This is an optimization exercise on Yosys and OpenROAD, whose aim is small area, a short achievable clock period and few clock cycles, not a production implementation. Where RTL was checked, it was by simulation tests only, not by an equivalence proof against the original. Power is estimated from default activity; no workload was simulated.

Design keyword_tokenizer_unit, start of the top module:
module keyword_tokenizer_unit (
  input  logic        clk_i,
  input  logic        rst_ni,
  input  logic        in_valid_i,
  output logic        in_ready_o,
  input  logic [7:0]  char_in_i,
  input  logic        end_of_input_i,
  output logic        out_valid_o,
  input  logic        out_ready_i,
  output logic [4:0]  token_kind_o,
  output logic [31:0] number_value_o,
  output logic [6:0]  text_length_o,
  output logic        is_chunk_o,
  output logic [63:0] text_chunk_o,
  output logic        last_o
);
Size in the first run: ~1800 cells after synthesis, roughly 580 flip-flops, roughly 130 I/O pins, ~25000 µm² of cells after synthesis.
clock: 7.0 ns
lec_check: 0
abc_clock_period_in_ps: 2500
cap_margin: 20
core_margin: 2
core_utilization: 40
setup_slack_margin: 4.0
slew_margin: 20
standard.sh (not shown) runs the stock make flow with config.mk's settings and CLKGATE_MAP_FILE= SYNTH_SCRIPT=/design/flow/synth_recipe.tcl, a recipe that flattens the netlist after the stock synthesis.
==> flow/flow/run.sh <==
#!/bin/bash
# Standard layout, with the port buffers made from plain buffers (buf_2) instead of the
# delay cell buffer_ports picks by default. Each tool's output goes to its own log here.
set -euo pipefail
bash standard.sh "BUFFER_PORTS_ARGS=-buffer_cell sky130_fd_sc_hd__buf_2" finish > standard.log 2>&1
Next try:
--- a/flow/design.v
+++ b/flow/design.v
@@ -6,26 +6,28 @@
   localparam logic [4:0] KIND_KW_BASE = 5'd13;
   typedef struct packed {
     logic       dig;      
     logic       ltr;      
     logic       idc;      
     logic       has_tok;  
     logic [4:0] kind;     
+    logic [2:0] dsplit;   
     logic [5:0] code;     
   } cls_t;
   function automatic cls_t classify(input logic [7:0] ch, input logic eoi);
     cls_t c;
     logic ws;
     c      = '0;
     ws     = (ch == 8'd32) || (ch >= 8'd9 && ch <= 8'd13);
     c.dig  = !eoi && (ch >= "0" && ch <= "9");
     c.ltr  = !eoi && ((ch >= "A" && ch <= "Z") || (ch >= "a" && ch <= "z"));
     c.idc  = c.dig || c.ltr || (!eoi && ch == "_");
     c.has_tok = eoi || !(ws || c.dig || c.ltr);
     c.code = {ch[5] & ~c.ltr, ch[4:0]};
+    c.dsplit = {ch[2] | ch[3], ch[3], ch[1] | ch[3]};
     if (!eoi) begin
       case (ch)
         "+":      c.kind = 5'd1;
         "-":      c.kind = 5'd2;
         "^":      c.kind = 5'd3;
         "=":      c.kind = 5'd4;
         "<":      c.kind = 5'd5;
@@ -319,18 +321,19 @@
         m_num_q <= start_num;
         m_id_q  <= start_id;
       end
       if (wr_en)       len_q <= len_q + 7'd1;
       else if (!cont)  len_q <= '0;
     end
   end
+  logic [30:0] acc_x5;
+  assign acc_x5 = acc_q[30:0] + {acc_q[28:0], cls.dsplit[2:1]} + {30'd0, cls.dsplit[0]};
   always_ff @(posedge clk_i) begin
     if (ir_v_q && cls.dig && !cont_id && !num_shown) begin
-      acc_q <= m_num_q ? {acc_q[28:0], 3'b000} + {acc_q[30:0], 1'b0} + {28'd0, cls.code[3:0]}
-                       : {28'd0, cls.code[3:0]};
+      acc_q <= m_num_q ? {acc_x5, cls.code[0]} : {28'd0, cls.code[3:0]};
     end
   end
   always_ff @(posedge clk_i or negedge rst_ni) begin
     if (!rst_ni) begin
       wp_q   <= '0;
       base_q <= '0;
     end else if (wr_en) begin
The changed run completed without violations; maximum frequency increases by 3.7%; final cell count decreases by 1.4%; first-iteration DRC count decreases by 15%; setup slack improves by 0.12 ns; total power decreases by 4.8%; via count increases by 0.82%; area after synthesis decreases by 1.1%; core utilization increases by 0.78 points; critical path depth increases by 1; global-route usage increases by 0.49 points; sequential share of layout area decreases by 0.44 points; die area decreases by 1.1%.
No run of this note included a check of the RTL's function; only the layout flow was run.


== JK ==
keyword_tokenizer_unit, a different RTL version from the one above (not shown whole).
For scale: about 1800 cells after synthesis, ~590 flip-flops, ~130 I/O pins.
// keyword_tokenizer_unit
module keyword_tokenizer_unit (
  input  logic        clk_i,
  input  logic        rst_ni,
  input  logic        in_valid_i,
  output logic        in_ready_o,
  input  logic [7:0]  char_in_i,
  input  logic        end_of_input_i,
  output logic        out_valid_o,
  input  logic        out_ready_i,
  output logic [4:0]  token_kind_o,
  output logic [31:0] number_value_o,
  output logic [6:0]  text_length_o,
  output logic        is_chunk_o,
  output logic [63:0] text_chunk_o,
  output logic        last_o
);
export LEC_CHECK = 0
export ABC_CLOCK_PERIOD_IN_PS = 2500
export CAP_MARGIN = 20
export CORE_MARGIN = 2
export CORE_UTILIZATION = 40
export CTS_BUF_LIST = sky130_fd_sc_hd__clkbuf_16
export CTS_CLUSTER_DIAMETER = 60
export CTS_CLUSTER_SIZE = 24
export SETUP_SLACK_MARGIN = 4.0
export SLEW_MARGIN = 20
create_clock -name core_clock -period 7.0 [get_ports {clk_i}]
Scripts as last shown in full above: flow/flow/run.sh
Testbench counts of JK, summed over its fixed seeds: cycles 24,445.
[inputs] MS vs JK
diff --git a/flow/design.v b/flow/design.v
--- a/flow/design.v
+++ b/flow/design.v
@@ -374,35 +374,24 @@
     end else if (wr_en) begin
       if (len_q[2:0] == 3'd7) begin
         wrp_q  <= wrp_q + 3'd1;
         wrow_q <= {wrow_q[6:0], wrow_q[7]};
       end
     end else if (act && !cont && m_id_q) begin
       wrp_q  <= sym ? lrow + 3'd1 : base_q;
       wrow_q <= 8'(1) << (sym ? lrow + 3'd1 : base_q);
       if (sym) base_q <= lrow + 3'd1;
     end
   end
-  logic       w_v_q;
-  logic [5:0] w_addr_q, w_code_q;
-  always_ff @(posedge clk_i or negedge rst_ni) begin
-    if (!rst_ni) begin
-      w_v_q <= 1'b0;
-    end else begin
-      w_v_q <= wr_en;
-    end
-  end
-  always_ff @(posedge clk_i) begin
-    w_addr_q <= {wrp_q, len_q[2:0]};
-    w_code_q <= cls.code;
-  end
+  logic mem_we;
+  assign mem_we = ir_v_q && (cont_id || start_id) && wr_ok;
   logic sq_lastc;
   logic [6:0] len_m1;
   logic [2:0] lrow;
   assign sq_lastc = (sq_row_q == sq_lrow_q);
   assign len_m1   = len_q - 7'd1;
   assign lrow     = wrp_q - {2'b00, len_q[2:0] == 3'd0};
   always_ff @(posedge clk_i or negedge rst_ni) begin
     if (!rst_ni) begin
       sq_ch_q  <= 1'b0;
       sq_own_q <= 1'b0;
     end else if (lex_emit) begin
@@ -440,25 +429,25 @@
       blk_q <= '0;
     end else if (lex_emit && sym) begin
       for (int r = 0; r < 8; r++) begin
         blk_q[r] <= 3'(3'(r) - base_q) <= len_m1[5:3];
       end
     end else if (sq_emit && sq_ch_q) begin
       blk_q <= blk_q & ~n_row;
     end
   end
   kt_ident_mem u_mem (
     .clk_i     (clk_i),
-    .wr_en_i   (w_v_q),
-    .wr_addr_i (w_addr_q),
-    .wr_code_i (w_code_q),
+    .wr_en_i   (mem_we),
+    .wr_addr_i ({wrp_q, len_q[2:0]}),
+    .wr_code_i (cls.code),
     .rd_row_i  (n_row),
     .rd_lane_i (n_lane),
     .rd_text_o (n_chunk)
   );
   kt_kw_match u_kw (
     .clk_i  (clk_i),
     .rst_ni (rst_ni),
     .upd_i  (wr_en),
     .pos_i  (len_q),
     .let_i  (cls.ltr),
     .ch_i   (cls.code[4:0]),
Results
Re number of CTS-inserted buffers: JK was lower than MS.
Comparing JK and MS, the lower delay of the slowest critical-path stage was measured on MS.
Looking at number of nets in the final layout across JK and MS, the one that comes out higher is MS.
For xor and xnor area share after synthesis, MS and JK come out practically identical.
Total length of routed wires went up slightly going from JK to MS.
In the tables for JK and MS, maximum fanout count along the critical path reads higher with JK.
| gate count after technology mapping | lower: JK |
Against JK, MS comes in 0.092 ns higher on hold slack.
Re sequential cell area: JK was higher than MS.
~same peak clock frequency supported by timing in JK and MS
Looking at first element of the critical path, the u_out.is_num_q result is from JK; the out_ready_i one comes from MS.
MS gives less sequential cell count than JK did.
Going from JK to MS, layout buffer count excluding clock buffers has increased, routed via count divided by cell count moved up.
JK and MS ended up with nearly the same share of synthesized area spent on multiplexers.
For MS, only the layout was checked, not whether the RTL still works.

[static timing again, ports no longer ideal]
No port has a modelled driver above. Below, the same layouts with a new extraction and two added sets of constraints.
Step 1 assumes that a clkbuf_16 drives the clock port and a buf_2 every other input.
Step 2 adds t to the input delays and takes it off the output delays; t is the mean of the earliest and latest rising clock arrival at the registers after step 1. Input paths then give back, and output paths get back, about the clock's delay inside the block.
Three values: no drivers, after step 1, after step 2; two values: the first two.
run | shift t [ns] | setup WS [ns] | latest minus earliest clock arrival (ns) | worst data-port slew with drivers (ns)
the first run of note 1 | 0.676 | 3.783 / 3.783 / 3.652 | 0.031 / 0.031 | 0.04
the second run of note 1 | 0.683 | 3.899 / 3.899 / 3.510 | 0.019 / 0.019 | 0.04
JK | 0.654 | 4.044 / 3.981 / 3.576 | 0.048 / 0.048 | 0.03
MS | 0.657 | 4.038 / 3.993 / 3.425 | 0.047 / 0.046 | 0.04
After both steps every run listed still meets setup and hold. The setup slack of MS, which loses most, moves by -0.045 ns with the drivers and by -0.613 ns with both steps.
